This is an optimization exercise on Yosys and OpenROAD, whose aim is small area, not a production implementation.
Function was checked by simulation only, so behaviour that the tests miss may differ from the original.
Power figures rest on the tool's default switching activity, not on a simulated workload.

==> flow/design.v <==
package silent_pkg;
    typedef enum logic [1:0] {
        IDLE,
        RUN,
        DRAIN
    } state_t;
    localparam int PIPE_LATENCY = 2;
    function automatic logic [31:0] step_linear(input logic [31:0] cur,
                                                input logic [31:0] tgt,
                                                input logic [31:0] step);
        logic signed [33:0] d;
        logic signed [33:0] mag;
        logic [31:0]        res;
        d   = $signed({2'b00, tgt}) - $signed({2'b00, cur});
        mag = (d < 0) ? -d : d;
        if (mag <= $signed({2'b00, step})) begin
            res = tgt;
        end else if (d < 0) begin
            res = cur - step;
        end else begin
            res = cur + step;
        end
        step_linear = res;
    endfunction
endpackage
module silent_step_calc #(
    parameter int WIDTH = 13
) (
    input  logic [WIDTH-1:0] cur,
    input  logic [WIDTH-1:0] tgt,
    input  logic [15:0]      step,
    input  logic [WIDTH-1:0] cycle,
    output logic [WIDTH-1:0] new_val
);
    logic [31:0] lin_res;
    logic        unused_calc_bits;
    assign lin_res          = silent_pkg::step_linear(32'(cur), 32'(tgt), 32'(step));
    assign new_val          = lin_res[WIDTH-1:0];
    assign unused_calc_bits = ^{lin_res[31:WIDTH], cycle};
endmodule
module silent_stepper #(
    parameter  int WIDTH = 13,
    parameter  int DEPTH = 249,
    localparam int AW    = $clog2(DEPTH)
) (
    input  logic             CLK,
    input  logic             RST,
    input  logic             UPDATE,
    input  logic [15:0]      STEP,
    input  logic [WIDTH-1:0] CYCLE,
    output logic [AW-1:0]    TGT_ADDR,
    input  logic [WIDTH-1:0] TGT_DATA,
    output logic [AW-1:0]    OUT_ADDR,
    output logic [WIDTH-1:0] OUT_DATA,
    output logic             OUT_VALID,
    output logic             BUSY,
    output logic             DONE,
    output logic             OVERRUN
);
    localparam logic [AW-1:0] LAST_ADDR = AW'(DEPTH - 1);
    silent_pkg::state_t state_q, state_d;
    logic [AW-1:0]    addr_q, addr_d;
    logic [15:0]      step_q, step_d;
    logic [WIDTH-1:0] cycle_q, cycle_d;
    logic             s1_valid_q, s1_valid_d;
    logic [AW-1:0]    s1_addr_q, s1_addr_d;
    logic [WIDTH-1:0] s1_tgt_q, s1_tgt_d;
    logic             out_valid_q, out_valid_d;
    logic [AW-1:0]    out_addr_q, out_addr_d;
    logic [WIDTH-1:0] out_data_q, out_data_d;
    logic             done_q, done_d;
    logic             overrun_q, overrun_d;
    logic             start;
    logic [WIDTH-1:0] cur_q [DEPTH];
    logic [WIDTH-1:0] cur_rd;
    logic [WIDTH-1:0] new_val;
    assign cur_rd = cur_q[s1_addr_q];
    silent_step_calc #(
        .WIDTH (WIDTH)
    ) u_calc (
        .cur     (cur_rd),
        .tgt     (s1_tgt_q),
        .step    (step_q),
        .cycle   (cycle_q),
        .new_val (new_val)
    );
    always_comb begin
        state_d     = state_q;
        addr_d      = addr_q;
        step_d      = step_q;
        cycle_d     = cycle_q;
        overrun_d   = 1'b0;
        start       = 1'b0;
        s1_valid_d  = (state_q == silent_pkg::RUN);
        s1_addr_d   = addr_q;
        s1_tgt_d    = TGT_DATA;
        out_valid_d = s1_valid_q;
        out_addr_d  = s1_valid_q ? s1_addr_q : out_addr_q;
        out_data_d  = s1_valid_q ? new_val : out_data_q;
        done_d      = s1_valid_q && (s1_addr_q == LAST_ADDR);
        case (state_q)
            silent_pkg::IDLE: begin
                if (UPDATE) begin
                    start = 1'b1;
                end
            end
            silent_pkg::RUN: begin
                if (addr_q == LAST_ADDR) begin
                    state_d = silent_pkg::DRAIN;
                end else begin
                    addr_d = addr_q + 1'b1;
                end
                if (UPDATE) begin
                    overrun_d = 1'b1;
                end
            end
            silent_pkg::DRAIN: begin
                if (done_q) begin
                    if (UPDATE) begin
                        start = 1'b1;
                    end else begin
                        state_d = silent_pkg::IDLE;
                    end
                end else if (UPDATE) begin
                    overrun_d = 1'b1;
                end
            end
            default: begin
                state_d = silent_pkg::IDLE;
            end
        endcase
        if (start) begin
            state_d = silent_pkg::RUN;
            addr_d  = '0;
            step_d  = STEP;
            cycle_d = CYCLE;
        end
    end
    always_ff @(posedge CLK) begin
        if (RST) begin
            state_q     <= silent_pkg::IDLE;
            addr_q      <= '0;
            step_q      <= '0;
            cycle_q     <= '0;
            s1_valid_q  <= 1'b0;
            s1_addr_q   <= '0;
            s1_tgt_q    <= '0;
            out_valid_q <= 1'b0;
            out_addr_q  <= '0;
            out_data_q  <= '0;
            done_q      <= 1'b0;
            overrun_q   <= 1'b0;
        end else begin
            state_q     <= state_d;
            addr_q      <= addr_d;
            step_q      <= step_d;
            cycle_q     <= cycle_d;
            s1_valid_q  <= s1_valid_d;
            s1_addr_q   <= s1_addr_d;
            s1_tgt_q    <= s1_tgt_d;
            out_valid_q <= out_valid_d;
            out_addr_q  <= out_addr_d;
            out_data_q  <= out_data_d;
            done_q      <= done_d;
            overrun_q   <= overrun_d;
        end
    end
    always_ff @(posedge CLK) begin
        if (RST) begin
            for (int i = 0; i < DEPTH; i++) begin
                cur_q[i] <= '0;
            end
        end else if (s1_valid_q) begin
            cur_q[s1_addr_q] <= new_val;
        end
    end
    assign TGT_ADDR  = addr_q;
    assign OUT_ADDR  = out_addr_q;
    assign OUT_DATA  = out_data_q;
    assign OUT_VALID = out_valid_q;
    assign BUSY      = (state_q != silent_pkg::IDLE);
    assign DONE      = done_q;
    assign OVERRUN   = overrun_q;
endmodule
==> flow/run.sh <==
#!/bin/bash
# synth_recipe.tcl (not shown) runs the flow's synth.tcl, then flattens the netlist and writes it again
# the make line also repeats each setting of config.mk as NAME=value (left out here)
make -C /OpenROAD-flow-scripts/flow DESIGN_CONFIG=/design/flow/config.mk WORK_HOME=/design/flow/orfs CLKGATE_MAP_FILE= SYNTH_SCRIPT=/design/flow/synth_recipe.tcl finish
==> flow/config.mk <==
export PLATFORM = sky130hd
export DESIGN_NAME = silent_stepper
export DESIGN_NICKNAME = silent_stepper
export VERILOG_FILES = /design/flow/design.v
export SDC_FILE = /design/flow/constraint.sdc
export NUM_CORES = 4
export LEC_CHECK = 0
export CAP_MARGIN = 20
export CORE_MARGIN = 2
export CORE_UTILIZATION = 40
export SLEW_MARGIN = 20
==> flow/constraint.sdc <==
create_clock -name core_clock -period 12.0 [get_ports {CLK}]
set_input_delay 2.4000 -clock core_clock [delete_from_list [all_inputs] [get_ports {CLK}]]
set_output_delay 2.4000 -clock core_clock [all_outputs]
set_load 0.01 [all_outputs]
==> impl_metrics.csv <==
group,metric,value,unit
synth,synth_edf_count,3328,
timing,grt_setup_unrepaired,"no",
drt,drc,0,
cts,cts_tree,"yes",
timing,hold_viol,0,
timing,tns,0,ns
cts,clock_path_buffers,4,
timing,max_freq,87.8,MHz
power,ir_worst_vdd,373,µV
global_route,grtUsageTotal,0.231,
timing,tightest_slew,1.24,ns
final_layout,nets,9743,
cts,cts_setup_buffers,0,
floorplan,start_util,0.402,
power,powerDensity,175,mW/mm²
critical_path,slowest_delay,1.02,ns
cts,clock-sinks,3400,
power,clkPwrFrac,0.375,
critical_path,crit_arrival,12.04,ns
power,p_comb_frac,0.158,
drt,wl_per_cell,29.5,µm
critical_path,r2r_setup_slack,0.61,ns
timing,maxSlewViolCount,0,
status,status,"no timing/DRC/antenna violations",
synth,ys_seq_area_frac,0.682,
synth,synth.avg_cell_area,15.0,µm²
critical_path,worstSetupPathType,"register to register",
power,p_total,0.0290,W
timing,timing.hold.ws,0.461,ns
final_layout,layout.cells.non_filler,14900,
floorplan,die_width,614,µm
drt,wl,439,mm
synth,async_reset_ff_frac,0,
power,pwr-share-seq,0.467,
drt,num_vias,86700,
synth,synthCells,9925,
timing,setup_viol,0,
global_route,grt_pass1_vias,85700,
critical_path,reg2regPathDepth,26,
critical_path,r2r_end,"cur_q[102][12]",
placed_design,gp_congestion,0.851,
cts,cts.repair.resized,0,
synth,synth_top_area_cell,"edfxtp_1",
global_route,grt_pass1_wl,624,mm
global_route,grt_overflow,0,
synth,ys.flop_type,"edfxtp_1",
cts,worstSkewPairLatency,0.97,ns
synth,synth-compound-area-share,0.0110,
floorplan,die_y,614,µm
critical_path,path_max_fanout,96,
flow_run,maxCapViolCount,0,
hold_path,hp-start,"step_q[13]",
power,switching_share,0.291,
drt,drt_iter0_markers,12000,
drt,detail-route-antenna-nets,0,
global_route,grt_max_degree,132,
floorplan,design.die.area,0.377,mm²
critical_path,cp-start-kind,"register",
critical_path,r2r_start,"s1_addr_q[0]",
synth,synth_top_family_by_area,"multiplexers",
power,p_leak,56.5,nW
timing,final.min_clock_period,11.39,ns
floorplan,rows,223,
final_layout,finalCoreUtilization,0.449,
floorplan,core,0.369,mm²
synth,synthSimpleGateAreaFrac,0.110,
floorplan,io_pins,78,
drt,first_pass_iters,6,
synth,synthMuxAreaShare,0.161,
hold_path,min_path_cells,2,
timing,skew,0.0650,ns
timing,fin_crit_sh,0.949,
placed_design,dp_cells,14200,
critical_path,worst_setup_path_end_kind,"register",
synth,yosys.area.top_type_share,0.672,
drt,via_per_inst,5.82,
placed_design,port_buffers,64,
global_route,antenna_found_initial,26,
synth,yosysWarnings,2,
synth,synth_cell_types,64,
cts,htreeDepth,5,
synth,synthXorXnorAreaFrac,0.00277,
cts,cts_root_buf,"clkbuf_16",
critical_path,crit_required,12.65,ns
final_layout,areaGrowthSynthToFinish,11.6,%
power,switchingPower,0.00846,W
timing,slew_headroom,0.167,
synth,synth_area_leaders,"edfxtp_1 (67%), mux4_2 (16%), nor2_1 (8.4%), clkbuf_1 (1.7%), nand2b_1 (1.1%)",
cts,cts_buffers,356,
final_layout,drive_gt1_frac,0.185,
placed_design,dp_hpwl,275,mm
power,p_int,0.0206,W
hold_path,holdCritPathClass,"register to register",
synth,synth_seq_cells,3400,
critical_path,slowest_stage,"dfxtp_4",
synth,synthAdderAreaFrac,0.00448,
hold_path,min_to,"step_q[13]",
synth,syn_area,0.149,mm²
cts,cts_hold_buffers,0,
cts,clk_pin_slew,0.06,ns
==> critical path: cells and delay by family (launching register included) <==
family                     cells  cell delay [ns]
DFF                            1             1.02
AOI/OAI and AO/OA             14             5.53
buffers and inverters          2             0.86
adders and majority gates      2             0.79
muxes                          2             1.18
and+or+nand+nor                6             1.32
==> layer usage <==
metal	wire length, µm	vias to the layer above	track usage
li1	-	35900	-
met4	19800	8	0.0936
met1	166000	45700	0.308
met5	69	-	0
met2	211000	4364	0.371
met3	42800	738	0.0469
==> worst max-delay path by stage <==
| stage | from | end | slack (ns) | cells past startpoint |
|---|---|---|---|---|
| 3_5_place_dp | s1_addr_q[0] | cur_q[249][12] | 0.86 | 26 |
| 6_report | s1_addr_q[0] | cur_q[102][12] | 0.61 | 26 |
| 2_1_floorplan | s1_addr_q[0] | cur_q[249][1] | 3.80 | 38 |
| 4_1_cts | s1_addr_q[0] | cur_q[249][12] | 0.82 | 26 |
| 5_1_grt | s1_addr_q[0] | cur_q[251][12] | 0.27 | 26 |
| 3_3_place_gp | s1_addr_q[0] | cur_q[102][12] | 0.97 | 26 |
==> kinds of logic after synthesis <==
kind of cell	count (synthesis)
and+or+nand+nor	4077
DFF	3400
muxes	1104
buffers and inverters	1010
AOI/OAI and AO/OA	234
adders and majority gates	52
xor gates and xnor gates	47
other	1
==> flip-flops by register name, indices dropped and copies added (netlist names) <==
register	flops
state_q	2
addr_q	8
step_q	16
s1_addr_q	8
out_valid_q	1
cur_q	3328
out_data_q	13
done_q	1
s1_tgt_q	13
overrun_q	1
out_addr_q	8
s1_valid_q	1
==> Yosys cell counts (all sizes together), types with 2 or more instances <==
cell type,count
nor2,3330
edfxtp,3328
mux4,1024
clkbuf,693
nand2,324
nand2b,264
buf,257
mux2i,77
a22oi,74
dfxtp,72
inv,60
a21oi,51
ha,50
nor2b,35
nand3,29
xnor2,29
nor3,25
o21ai,21
xor2,18
a211oi,16
and3,16
nand4,13
nor4,12
a21o,11
o21a,11
nor3b,8
o211ai,8
a31oi,7
and2,7
o31ai,6
or3,6
a22o,5
a221oi,4
a41oi,4
mux2,3
nand3b,3
o41a,3
fa,2
o211a,2
o31a,2
or2,2
==> stage by stage <==
stage / instance area, µm² / worst slack, ns
floorplan: 149000 / 3.80
global placement: 154000 / 0.974
detailed placement: 155000 / 0.859
CTS: 166000 / 0.819
global route: 166000 / 0.270
finish: 166000 / 0.608
==> final cells by class <==
| cell class | count | area (µm²) |
|---|---|---|
| diodes | 21 | 52.6 |
| clock buffers | 445 | 9260 |
| clock inverters | 198 | 2100 |
| fillers | 32300 | 203000 |
| inverters | 60 | 233 |
| multi-input cells | 5516 | 43300 |
| flip-flops and latches | 3400 | 101000 |
| well taps | 4950 | 6190 |
| repair buffers | 312 | 3400 |
==> cells in the final DEF (no fill, tap or decap), drive strengths merged, types with 25 or more instances in the layout <==
master         instances
nor3                  25
clkinv               154
mux4                1024
clkbuf               445
edfxtp              3328
bufinv                28
clkdlybuf4s50         63
a22oi                 74
nand2b               264
dfxtp                 72
nand2                324
nand3                 29
nor2b                 35
xnor2                 29
ha                    50
nor2                3330
a21oi                 51
buf                  249
inv                   70
mux2i                 77
==> power groups by stage <==
stage	combinational, W	sequential, W	clock (W)
5_1_grt	0.00481	0.0136	0.0115
3_5_place_dp	0.00457	0.0138	0
4_1_cts	0.00458	0.0136	0.0110
2_1_floorplan	0.00266	0.0137	0
3_3_place_gp	0.00447	0.0138	0
6_report	0.00460	0.0136	0.0109

## port drivers added, routing unchanged
The results above use ideal ports. As a check the final layout listed here was re-extracted and re-timed, cells and wires unchanged.
Step 1 sets driving cells, clkbuf_16 on the clock port and buf_2 on the other inputs (assumed; they add their load-dependent delay and slew).
Step 2 moves the port delays by t, midway between the first and last clock arrival at a register: inputs arrive t later, outputs are due t later. That takes back most of the time a late clock gives input paths.
a / b / c = no drivers / after step 1 / after step 2; a / b = the first two.
shift t [ns]: 1.050
setup WS [ns]: 0.608 / 0.608 / 0.608
cell pins on the clock port's net: 1
After both steps setup and hold are still met in this run. For this run, drivers alone change the setup slack by 0.000 ns; drivers and shift together by 0.000 ns.
